This is an optimization exercise on Yosys and OpenROAD, whose aim is small area, a short achievable clock period and few clock cycles, not a production implementation.
In this exercise RTL edits were held to simulation tests only and were not proved equivalent to the original.
Power is estimated from default activity; no workload was simulated.

== job 103 ==
==> module sw_best_tracker, before the edit <==
module sw_best_tracker
#(
    parameter int P_XDROP = 40
) (
    input  logic        i_clk,
    input  logic        i_clear,
    input  logic        i_eval,
    input  logic [6:0]  i_step_max,      
    input  logic [3:0]  i_step_row,      
    output logic [6:0]  o_score,         
    output logic [3:0]  o_row,
    output logic [6:0]  o_col,
    output logic [6:0]  o_steps,         
    output logic        o_stop,
    output logic        o_stop_now       
);
    logic [6:0] best_u;      
    logic [6:0] best_x;      
    logic [3:0] row_q;
    logic [6:0] col_q;
    logic [6:0] steps_q;
    logic       stop_q;
    logic [7:0] max_xd;
    logic [6:0] next;
    logic       accept;
    logic       drop;
    assign accept = sw_pkg::ge7(i_step_max, best_u);
    assign max_xd = sw_pkg::add7(i_step_max, 7'(P_XDROP));
    assign drop   = !(max_xd[7] || sw_pkg::ge7(max_xd[6:0], best_u));
    assign next   = steps_q + 7'd1;
    assign o_stop_now = i_eval && !stop_q && drop;
    always_ff @(posedge i_clk) begin
        if (i_clear) begin
            best_u  <= 7'(sw_pkg::SCORE_OFS - 4);
            steps_q <= 7'd0;
            stop_q  <= 1'b0;
        end else if (i_eval && !stop_q) begin
            steps_q <= next;
            if (accept) begin
                best_u  <= i_step_max;
                best_x  <= i_step_max - 7'(sw_pkg::SCORE_OFS);
                row_q   <= i_step_row;
                col_q   <= next - 7'(i_step_row);
            end
            if (drop) begin
                stop_q <= 1'b1;
            end
        end
    end
    assign o_score = best_x;
    assign o_row   = row_q;
    assign o_col   = col_q;
    assign o_steps = steps_q;
    assign o_stop  = stop_q;
endmodule
==> module sw_align_top, before the edit <==
module sw_align_top
#(
    parameter int P_NUM_PE = 16,
    parameter int P_XDROP  = 40
) (
    input  logic                  i_clk,
    input  logic                  i_rst,
    input  logic                  i_job_req,
    input  logic [2*P_NUM_PE-1:0] i_query,
    output logic                  o_job_ack,
    input  logic                  i_sym_req,
    input  logic [1:0]            i_sym_base,
    input  logic                  i_sym_last,
    output logic                  o_sym_ack,
    output logic                  o_res_req,
    input  logic                  i_res_ack,
    output logic [6:0]            o_score,
    output logic [3:0]            o_row,
    output logic [6:0]            o_col,
    output logic [6:0]            o_end_step,
    output logic                  o_xdrop_hit
);
    logic                  load;
    logic                  step_a;
    logic                  step_b;
    logic                  eval;
    logic [1:0]            feed;
    logic                  feed_valid;
    logic                  stop;
    logic                  stop_now;
    logic [7*P_NUM_PE-1:0] step_v;
    logic [P_NUM_PE-1:0]   step_ok;
    logic [6:0]            step_max;
    logic [3:0]            step_row;
    sw_ctrl #(
        .P_NUM_PE (P_NUM_PE)
    ) u_sw_ctrl (
        .i_clk        (i_clk),
        .i_rst        (i_rst),
        .i_job_req    (i_job_req),
        .o_job_ack    (o_job_ack),
        .i_sym_req    (i_sym_req),
        .i_sym_base   (i_sym_base),
        .i_sym_last   (i_sym_last),
        .o_sym_ack    (o_sym_ack),
        .o_res_req    (o_res_req),
        .i_res_ack    (i_res_ack),
        .i_stop       (stop),
        .i_stop_now   (stop_now),
        .o_load       (load),
        .o_step_a     (step_a),
        .o_step_b     (step_b),
        .o_eval       (eval),
        .o_feed       (feed),
        .o_feed_valid (feed_valid)
    );
    sw_pe_array #(
        .P_NUM_PE (P_NUM_PE)
    ) u_sw_pe_array (
        .i_clk        (i_clk),
        .i_load       (load),
        .i_step_a     (step_a),
        .i_step_b     (step_b),
        .i_query      (i_query),
        .i_feed       (feed),
        .i_feed_valid (feed_valid),
        .o_step_v     (step_v),
        .o_step_ok    (step_ok)
    );
    sw_max_tree #(
        .P_NUM_PE (P_NUM_PE)
    ) u_sw_max_tree (
        .i_clk    (i_clk),
        .i_scores (step_v),
        .i_ok     (step_ok),
        .o_max    (step_max),
        .o_row    (step_row)
    );
    sw_best_tracker #(
        .P_XDROP (P_XDROP)
    ) u_sw_best_tracker (
        .i_clk      (i_clk),
        .i_clear    (load),
        .i_eval     (eval),
        .i_step_max (step_max),
        .i_step_row (step_row),
        .o_score    (o_score),
        .o_row      (o_row),
        .o_col      (o_col),
        .o_steps    (o_end_step),
        .o_stop     (o_xdrop_hit),
        .o_stop_now (stop_now)
    );
    assign stop = o_xdrop_hit;
endmodule
==> module sw_aligner, before the edit <==
module sw_aligner (
    input  logic        clk,
    input  logic        rst,
    input  logic        job_req,
    input  logic [31:0] query,
    output logic        job_ack,
    input  logic        sym_req,
    input  logic [1:0]  sym_base,
    input  logic        sym_last,
    output logic        sym_ack,
    output logic        res_req,
    output logic [13:0] res_score,
    output logic [5:0]  res_row,
    output logic [10:0] res_col,
    output logic [10:0] res_end_step,
    output logic        res_xdrop_hit,
    input  logic        res_ack
);
    logic [6:0] score;
    logic [3:0] row;
    logic [6:0] col;
    logic [6:0] end_step;
    sw_align_top #(
        .P_NUM_PE (16),
        .P_XDROP  (40)
    ) u_sw_align_top (
        .i_clk       (clk),
        .i_rst       (rst),
        .i_job_req   (job_req),
        .i_query     (query),
        .o_job_ack   (job_ack),
        .i_sym_req   (sym_req),
        .i_sym_base  (sym_base),
        .i_sym_last  (sym_last),
        .o_sym_ack   (sym_ack),
        .o_res_req   (res_req),
        .i_res_ack   (res_ack),
        .o_score     (score),
        .o_row       (row),
        .o_col       (col),
        .o_end_step  (end_step),
        .o_xdrop_hit (res_xdrop_hit)
    );
    assign res_score    = {{7{score[6]}}, score};
    assign res_row      = {2'b00, row};
    assign res_col      = {4'b0000, col};
    assign res_end_step = {4'b0000, end_step};
endmodule
Settings: LEC_CHECK=0, ABC_AREA=1, CAP_MARGIN=20, CORE_MARGIN=2, CORE_UTILIZATION=60, CTS_BUF_LIST=sky130_fd_sc_hd__clkbuf_16, CTS_CLUSTER_DIAMETER=80, CTS_CLUSTER_SIZE=25, SLEW_MARGIN=20, TNS_END_PERCENT=5; clock period 13.0 ns.
standard.sh (not shown) runs the stock make flow with config.mk's settings and CLKGATE_MAP_FILE= SYNTH_SCRIPT=/design/flow/synth_recipe.tcl, a recipe that flattens the netlist after the stock synthesis.
==> flow/flow/run.sh <==
#!/bin/bash
# The standard layout (the standard.sh: ORFS with the standard synthesis)
# with two changes to how the layout is made:
#  - ports get a plain buffer (buf_2) instead of the slow delay cell that
#    buffer_ports picks by default; every port still gets its own buffer
#  - timing repair aims for more slack than the clock period needs, so the
#    repair steps work on the design's worst paths
# Each tool's output goes to ORFS's own logs under orfs/logs; make's output
# goes to flow_make.log here.
set -euo pipefail
export BUFFER_PORTS_ARGS="-buffer_cell sky130_fd_sc_hd__buf_2"
export SETUP_SLACK_MARGIN="${SETUP_SLACK_MARGIN_OVERRIDE:-9.4}"
bash standard.sh > flow_make.log 2>&1
Testbench counts of job 103, summed over its fixed seeds: cycles 39,646.
Relative to job 103, the following input files were edited for job 101:
-- flow/design.v --
<<< job 103, line 289
    input  logic [6:0]  i_step_max,      
    input  logic [3:0]  i_step_row,      
    output logic [6:0]  o_score,         
    output logic [3:0]  o_row,
    output logic [6:0]  o_col,
>>> job 101, line 289
    input  logic [6:0]  i_step_max,      
    input  logic [3:0]  i_step_row,      
    output logic [13:0] o_score,         
    output logic [3:0]  o_row,
    output logic [6:0]  o_col,
<<< job 103, line 297
);
    logic [6:0] best_u;      
    logic [6:0] best_x;      
    logic [3:0] row_q;
    logic [6:0] col_q;
>>> job 101, line 297
);
    logic [6:0] best_u;      
    logic [5:0] best_x;      
    logic [2:0] sign_q;      
    logic [3:0] row_q;
    logic [6:0] col_q;
<<< job 103, line 320
            if (accept) begin
                best_u  <= i_step_max;
                best_x  <= i_step_max - 7'(sw_pkg::SCORE_OFS);
                row_q   <= i_step_row;
                col_q   <= next - 7'(i_step_row);
>>> job 101, line 321
            if (accept) begin
                best_u  <= i_step_max;
                {sign_q[0], best_x} <= i_step_max - 7'(sw_pkg::SCORE_OFS);
                sign_q[1] <= !sw_pkg::ge7(i_step_max, 7'(sw_pkg::SCORE_OFS));
                sign_q[2] <= i_step_max < 7'(sw_pkg::SCORE_OFS);
                row_q   <= i_step_row;
                col_q   <= next - 7'(i_step_row);
<<< job 103, line 329
        end
    end
    assign o_score = best_x;
    assign o_row   = row_q;
    assign o_col   = col_q;
>>> job 101, line 332
        end
    end
    assign o_score = {sign_q[2], sign_q[2], sign_q[2], sign_q[1], sign_q[1], sign_q[1],
                      sign_q[0], sign_q[0], best_x};
    assign o_row   = row_q;
    assign o_col   = col_q;
<<< job 103, line 482
    output logic                  o_res_req,
    input  logic                  i_res_ack,
    output logic [6:0]            o_score,
    output logic [3:0]            o_row,
    output logic [6:0]            o_col,
>>> job 101, line 486
    output logic                  o_res_req,
    input  logic                  i_res_ack,
    output logic [13:0]           o_score,
    output logic [3:0]            o_row,
    output logic [6:0]            o_col,
<<< job 103, line 580
    input  logic        res_ack
);
    logic [6:0] score;
    logic [3:0] row;
    logic [6:0] col;
>>> job 101, line 584
    input  logic        res_ack
);
    logic [13:0] score;
    logic [3:0] row;
    logic [6:0] col;
<<< job 103, line 605
        .o_xdrop_hit (res_xdrop_hit)
    );
    assign res_score    = {{7{score[6]}}, score};
    assign res_row      = {2'b00, row};
    assign res_col      = {4'b0000, col};
>>> job 101, line 609
        .o_xdrop_hit (res_xdrop_hit)
    );
    assign res_score    = score;
    assign res_row      = {2'b00, row};
    assign res_col      = {4'b0000, col};
Results
- The flow did not stop early for job 101: all stages ran, and the layout cleared the timing, design-rule and antenna checks.
- Per the comparison of job 101 with job 103, arrival time of data at the critical path endpoint ~0 delta; finished layout cell area stayed essentially flat; ratio of routed vias to standard cells up 0.71%.
- Per the comparison of job 101 with job 103, relative area of clock buffers and inverters in the final design went down by 0.17 points; total clock network power was more or less identical; power density over the cells went down by about 1.1%.
- In terms of layout-stage area growth over the synthesis result, job 103 and job 101 differ only marginally.
- On number of cells on the worst reg-to-reg path: between job 101 and job 103, it ends up higher for job 101.
Testbench counts of job 101, summed over its fixed seeds: cycles 39,646.

## re-timing with driven ports
How much do the figures lean on ideal ports? The routed layouts below were timed once more, with nothing changed but the port constraints. Step 1 (the two cells are an assumption about what drives the block):
set clk [get_ports {clk}]
set_driving_cell -lib_cell sky130_fd_sc_hd__clkbuf_16 $clk
set_driving_cell -lib_cell sky130_fd_sc_hd__buf_2 [delete_from_list [all_inputs] $clk]
Step 2 adds t to the input delays and takes it off the output delays; t is the mean of the earliest and latest rising clock arrival at the registers after step 1. Input paths then give back, and output paths get back, about the clock's delay inside the block. Slacks: ideal ports / drivers / drivers and shift; pairs: ideal ports / drivers.
run	t, ns	setup slack, ns	slew at the worst register clock pin (ns)
job 103	0.684	9.135 / 9.066 / 9.092	0.10 / 0.10
job 101	0.667	9.142 / 9.073 / 9.033	0.10 / 0.10
After both steps setup and hold are still met in every run listed. The setup slack of job 101, which loses most, moves by -0.069 ns with the drivers and by -0.109 ns with both steps.
